Source: an optimization exercise on an open RTL-to-GDS flow (aim: small area and few clock cycles). Production flows keep margins and buffers that such runs may drop.
At most, simulation tests tie the RTL to the original design; equivalence was not proved.
Power and IR drop assume default switching activity.

== job 102 ==
// sat_bcp_top
module sat_bcp_top (
    input  wire logic        clk,
    input  wire logic        rst_n,
    input  wire logic        cmd_req,
    input  wire logic [41:0] cmd,
    output logic             cmd_ack,
    output logic             res_req,
    output logic [9:0]       res,
    input  wire logic        res_ack
);
For scale: about 1200 cells after synthesis, ~0.012 mm^2 of cells after synthesis.
==> module sat_bcp_top, before the edit <==
module sat_bcp_top (
    input  wire logic        clk,
    input  wire logic        rst_n,
    input  wire logic        cmd_req,
    input  wire logic [41:0] cmd,
    output logic             cmd_ack,
    output logic             res_req,
    output logic [9:0]       res,
    input  wire logic        res_ack
);
    localparam logic [1:0] ST_SAT   = 2'd0;
    localparam logic [1:0] ST_CONF  = 2'd1;
    localparam logic [1:0] ST_UNIT  = 2'd2;
    localparam logic [1:0] ST_UNRES = 2'd3;
    localparam logic [2:0] S_IDLE = 3'd0;
    localparam logic [2:0] S_LIT1 = 3'd1;
    localparam logic [2:0] S_LIT2 = 3'd2;
    localparam logic [2:0] S_LIT3 = 3'd3;
    localparam logic [2:0] S_RDY  = 3'd4;
    logic req_meta, req_sync, ack_meta, ack_sync;
    always_ff @(posedge clk) begin
        if (rst_n) begin
            req_meta <= 1'b0;
            req_sync <= 1'b0;
            ack_meta <= 1'b0;
            ack_sync <= 1'b0;
        end else begin
            req_meta <= cmd_req;
            req_sync <= req_meta;
            ack_meta <= res_ack;
            ack_sync <= ack_meta;
        end
    end
    logic [2:0] step;
    logic [7:0] lit_p;
    logic [7:0] lit_x;
    logic [7:0] lit_y;
    localparam int NGRP = 43;
    localparam logic [4:0] ALLU = 5'b01000;
    logic [NGRP*5-1:0] tbl;
    logic [6:0] pa;
    logic [5:0] grp;
    logic [1:0] pos;
    logic [4:0] gc;
    logic       uu;
    logic [2:0] gd;
    logic [2:0] gv;
    logic       pz;
    logic       rd_def;
    logic       rd_val;
    logic       pu;
    logic       pt;
    assign pa = lit_p[7] ? (~lit_p[6:0] + 7'd1) : lit_p[6:0];
    assign pz = (lit_p == 8'd0);
    always_comb begin
        if (pa[1:0] != 2'd3) begin
            grp = {1'b0, pa[6:2]};
            pos = pa[1:0];
        end else if (pa[3:2] != 2'd3) begin
            grp = 6'd32 + 6'(pa[6:4]);
            pos = pa[3:2];
        end else if (pa[5:4] != 2'd3) begin
            grp = 6'd40 + 6'(pa[6]);
            pos = pa[5:4];
        end else begin
            grp = 6'd42;
            pos = {1'b0, pa[6]};
        end
    end
    logic [NGRP-1:0] gsel;
    always_comb begin
        for (int g = 0; g < NGRP; g++) begin
            gsel[g] = (grp == 6'(g));
        end
    end
    logic [7:0] glo;
    logic [7:0] ghi;
    logic [4:0] gcol [6];
    assign glo = 8'd1 << grp[2:0];
    assign ghi = 8'd1 << grp[5:3];
    always_comb begin
        gc = '0;
        for (int j = 0; j < 6; j++) begin
            gcol[j] = '0;
            for (int i = 0; i < 8; i++) begin
                if (j*8+i < NGRP) begin
                    gcol[j] = gcol[j] | (tbl[(j*8+i)*5 +: 5] & {5{glo[i]}});
                end
            end
            gc = gc | (gcol[j] & {5{ghi[j]}});
        end
    end
    assign uu    = !gc[4] && gc[3];
    assign gd[0] = !uu && (gc[2] || !gc[1]);
    assign gv[0] = gc[0];
    assign gd[1] = !uu && (gc[2] || gc[1]);
    assign gv[1] = gc[2] ? gc[1] : gc[0];
    assign gd[2] = gc[4] || (gc[3] && gc[1]);
    assign gv[2] = gc[4] ? gc[3] : gc[0];
    assign rd_def = pz || gd[pos];
    assign rd_val = !pz && gv[pos];
    assign pu = !rd_def;
    assign pt = rd_def && (rd_val ^ lit_p[7]);
    logic [2:0] nd;
    logic [2:0] nv;
    logic [2:0] pc;
    logic [4:0] wcode;
    always_comb begin
        nd = gd;
        nv = gv;
        nd[pos] = 1'b1;
        nv[pos] = !lit_p[7];
        if (nd[0] && nd[1]) begin
            pc = {1'b1, nv[1], nv[0]};
        end else if (nd[0]) begin
            pc = {2'b00, nv[0]};
        end else begin
            pc = {2'b01, nv[1]};
        end
        if (nd[2] && (nd[0] || nd[1])) begin
            wcode = {1'b1, nv[2], pc};
        end else if (nd[2]) begin
            wcode = {4'b0101, nv[2]};
        end else begin
            wcode = {2'b00, pc};
        end
    end
    function automatic logic [9:0] upd(input logic [9:0] r, input logic u,
                                       input logic t, input logic [7:0] l);
        logic [9:0] n;
        n = r;
        if (r[9:8] != ST_SAT) begin
            if (t) begin
                n = {ST_SAT, 8'd0};
            end else if (u) begin
                if (r[9:8] == ST_CONF) begin
                    n = {ST_UNIT, l};
                end else if (r[9:8] == ST_UNIT) begin
                    n = {ST_UNRES, 8'd0};
                end
            end
        end
        upd = n;
    endfunction
    logic waiting;
    logic is_eval;
    logic res_free;
    logic cap;
    logic wr;
    logic clr;
    logic busy;
    assign busy     = (step == S_LIT1) || (step == S_LIT2) || (step == S_LIT3);
    assign waiting  = req_sync && !cmd_ack;
    assign is_eval  = (cmd[41:40] == 2'd2);
    assign res_free = (step == S_IDLE) && (!res_req || ack_sync);
    assign cap      = waiting && (is_eval ? res_free : !busy);
    assign wr       = cap && (cmd[41:40] == 2'd0);
    assign clr      = rst_n || (cap && (cmd[41:40] == 2'd1));
    always_ff @(posedge clk) begin
        if (rst_n) begin
            cmd_ack <= 1'b0;
            res_req <= 1'b0;
            step    <= S_IDLE;
        end else begin
            if (cap) begin
                cmd_ack <= 1'b1;
            end else if (!req_sync) begin
                cmd_ack <= 1'b0;
            end
            if (res_req && ack_sync) begin
                res_req <= 1'b0;
            end
            case (step)
                S_IDLE: begin
                    if (cap && is_eval) begin
                        step <= S_LIT1;
                    end
                end
                S_LIT1: step <= S_LIT2;
                S_LIT2: step <= S_LIT3;
                default: begin
                    if (!ack_sync) begin
                        res_req <= 1'b1;
                        step    <= S_IDLE;
                    end else begin
                        step    <= S_RDY;
                    end
                end
            endcase
        end
    end
    always_ff @(posedge clk) begin
        if ((cap && is_eval) || busy) begin
            res <= upd(cap ? {ST_CONF, 8'd0} : res, pu, pt, lit_p);
        end
    end
    always_ff @(posedge clk) begin
        if (cap) begin
            lit_p <= cmd[41] ? cmd[15:8] : cmd[39:32];
        end else if (step == S_LIT1 || step == S_LIT2) begin
            lit_p <= lit_x;
        end else begin
            lit_p <= cmd[41] ? cmd[7:0] : cmd[39:32];
        end
        lit_x <= cap ? cmd[23:16] : lit_y;
        lit_y <= cmd[31:24];
    end
    logic [4:0] wbus;
    assign wbus = clr ? ALLU : wcode;
    always_ff @(posedge clk) begin
        for (int g = 0; g < NGRP; g++) begin
            if (clr || (wr && gsel[g])) begin
                tbl[g*5 +: 5] <= wbus;
            end
        end
    end
endmodule
Settings: LEC_CHECK=0, ABC_AREA=1, CAP_MARGIN=20, CORE_MARGIN=2, CORE_UTILIZATION=55, CTS_BUF_LIST=sky130_fd_sc_hd__clkbuf_4 sky130_fd_sc_hd__clkbuf_8, SLEW_MARGIN=20; clock period 5.0 ns.
standard.sh (not shown) runs the stock make flow with config.mk's settings and CLKGATE_MAP_FILE= SYNTH_SCRIPT=/design/flow/synth_recipe.tcl, a recipe that flattens the netlist after the stock synthesis.
==> flow/flow/run.sh <==
#!/bin/bash
# The standard ORFS layout (the standard.sh, standard synthesis unchanged), with:
#  - port buffers of the smallest buffer cell,
#  - a clock tree with larger sink clusters, clkbuf_8 buffers and no dummy loads.
# Each step's full output is in orfs/logs; standard.sh's own output is in run_standard.log.
set -euo pipefail
export BUFFER_PORTS_ARGS="-buffer_cell sky130_fd_sc_hd__buf_1"
export CTS_ARGS="-sink_clustering_enable -sink_clustering_size 16 -sink_clustering_max_diameter 60 -repair_clock_nets -dont_use_dummy_load -buf_list {sky130_fd_sc_hd__clkbuf_8}"
bash standard.sh > run_standard.log 2>&1
Relative to job 102, the following input files were edited for job 101:
--- a/flow/design.v
+++ b/flow/design.v
@@ -248,9 +248,15 @@
         lit_y <= cmd[31:24];
     end
+    logic [4:0] wcode_q;
+    logic       wr_q;
     logic [4:0] wbus;
-    assign wbus = clr ? ALLU : wcode;
+    always_ff @(posedge clk) begin
+        wcode_q <= wcode;
+        wr_q    <= wr && !rst_n;
+    end
+    assign wbus = clr ? ALLU : wcode_q;
     always_ff @(posedge clk) begin
         for (int g = 0; g < NGRP; g++) begin
-            if (clr || (wr && gsel[g])) begin
+            if (clr || (wr_q && gsel[g])) begin
                 tbl[g*5 +: 5] <= wbus;
             end
--- outcome ---
- Job 101: no failed stages, no open violations at the end
- Job 101 reports its capture point of the critical path as res[8] while job 102 reports tbl[65].
- Across both runs, setup slack was higher for job 101 than for job 102.
- On clock-cell share of area: job 101 sits above job 102.
- Against job 102, job 101 comes in about 0.6% higher on area of the core.
- Sort job 101 and job 102 by sequential share of layout area, descending, and job 101 comes first.
- From job 102 to job 101 the numbers moved as follows: clock network power share up 3.7 points; overall routed net length lost 2.2%; count of unique library cells instantiated by Yosys higher.
- Number of multi-input combinational cells: job 101 < job 102
- From job 102 to job 101, number of antenna cells inserted did not move at all.
- Cell area | job 101 vs job 102 | job 101 smaller
- Comparing job 101 and job 102, the higher power density over the cells was measured on job 102.
Testbench counts of job 101, summed over its fixed seeds: cycles 96,000.
Function not checked in job 102: the RTL went through the layout flow alone.

port drivers added, routing unchanged:
The results above use ideal ports. As a check the final layouts listed here were re-extracted and re-timed, cells and wires unchanged.
Step 1, drivers: a clkbuf_16 drives clk and a buf_2 each remaining input, both assumed.
Step 2, shift: input delay + t, output delay - t, t = (earliest + latest rising clock arrival at the registers) / 2. This alone moves slack from input paths to output paths.
Three values: ideal ports, drivers, drivers and shift; two values: the first two.
| run | t, ns | slack for setup (ns) | clock arrival spread, ns | slew at the worst register clock pin (ns) |
|---|---|---|---|---|
| job 102 | 0.576 | 0.505 / 0.505 / 0.505 | 0.032 / 0.031 | 0.10 / 0.10 |
| job 101 | 0.562 | 0.640 / 0.640 / 0.640 | 0.056 / 0.055 | 0.10 / 0.10 |
After both steps setup and hold are still met in every run listed.
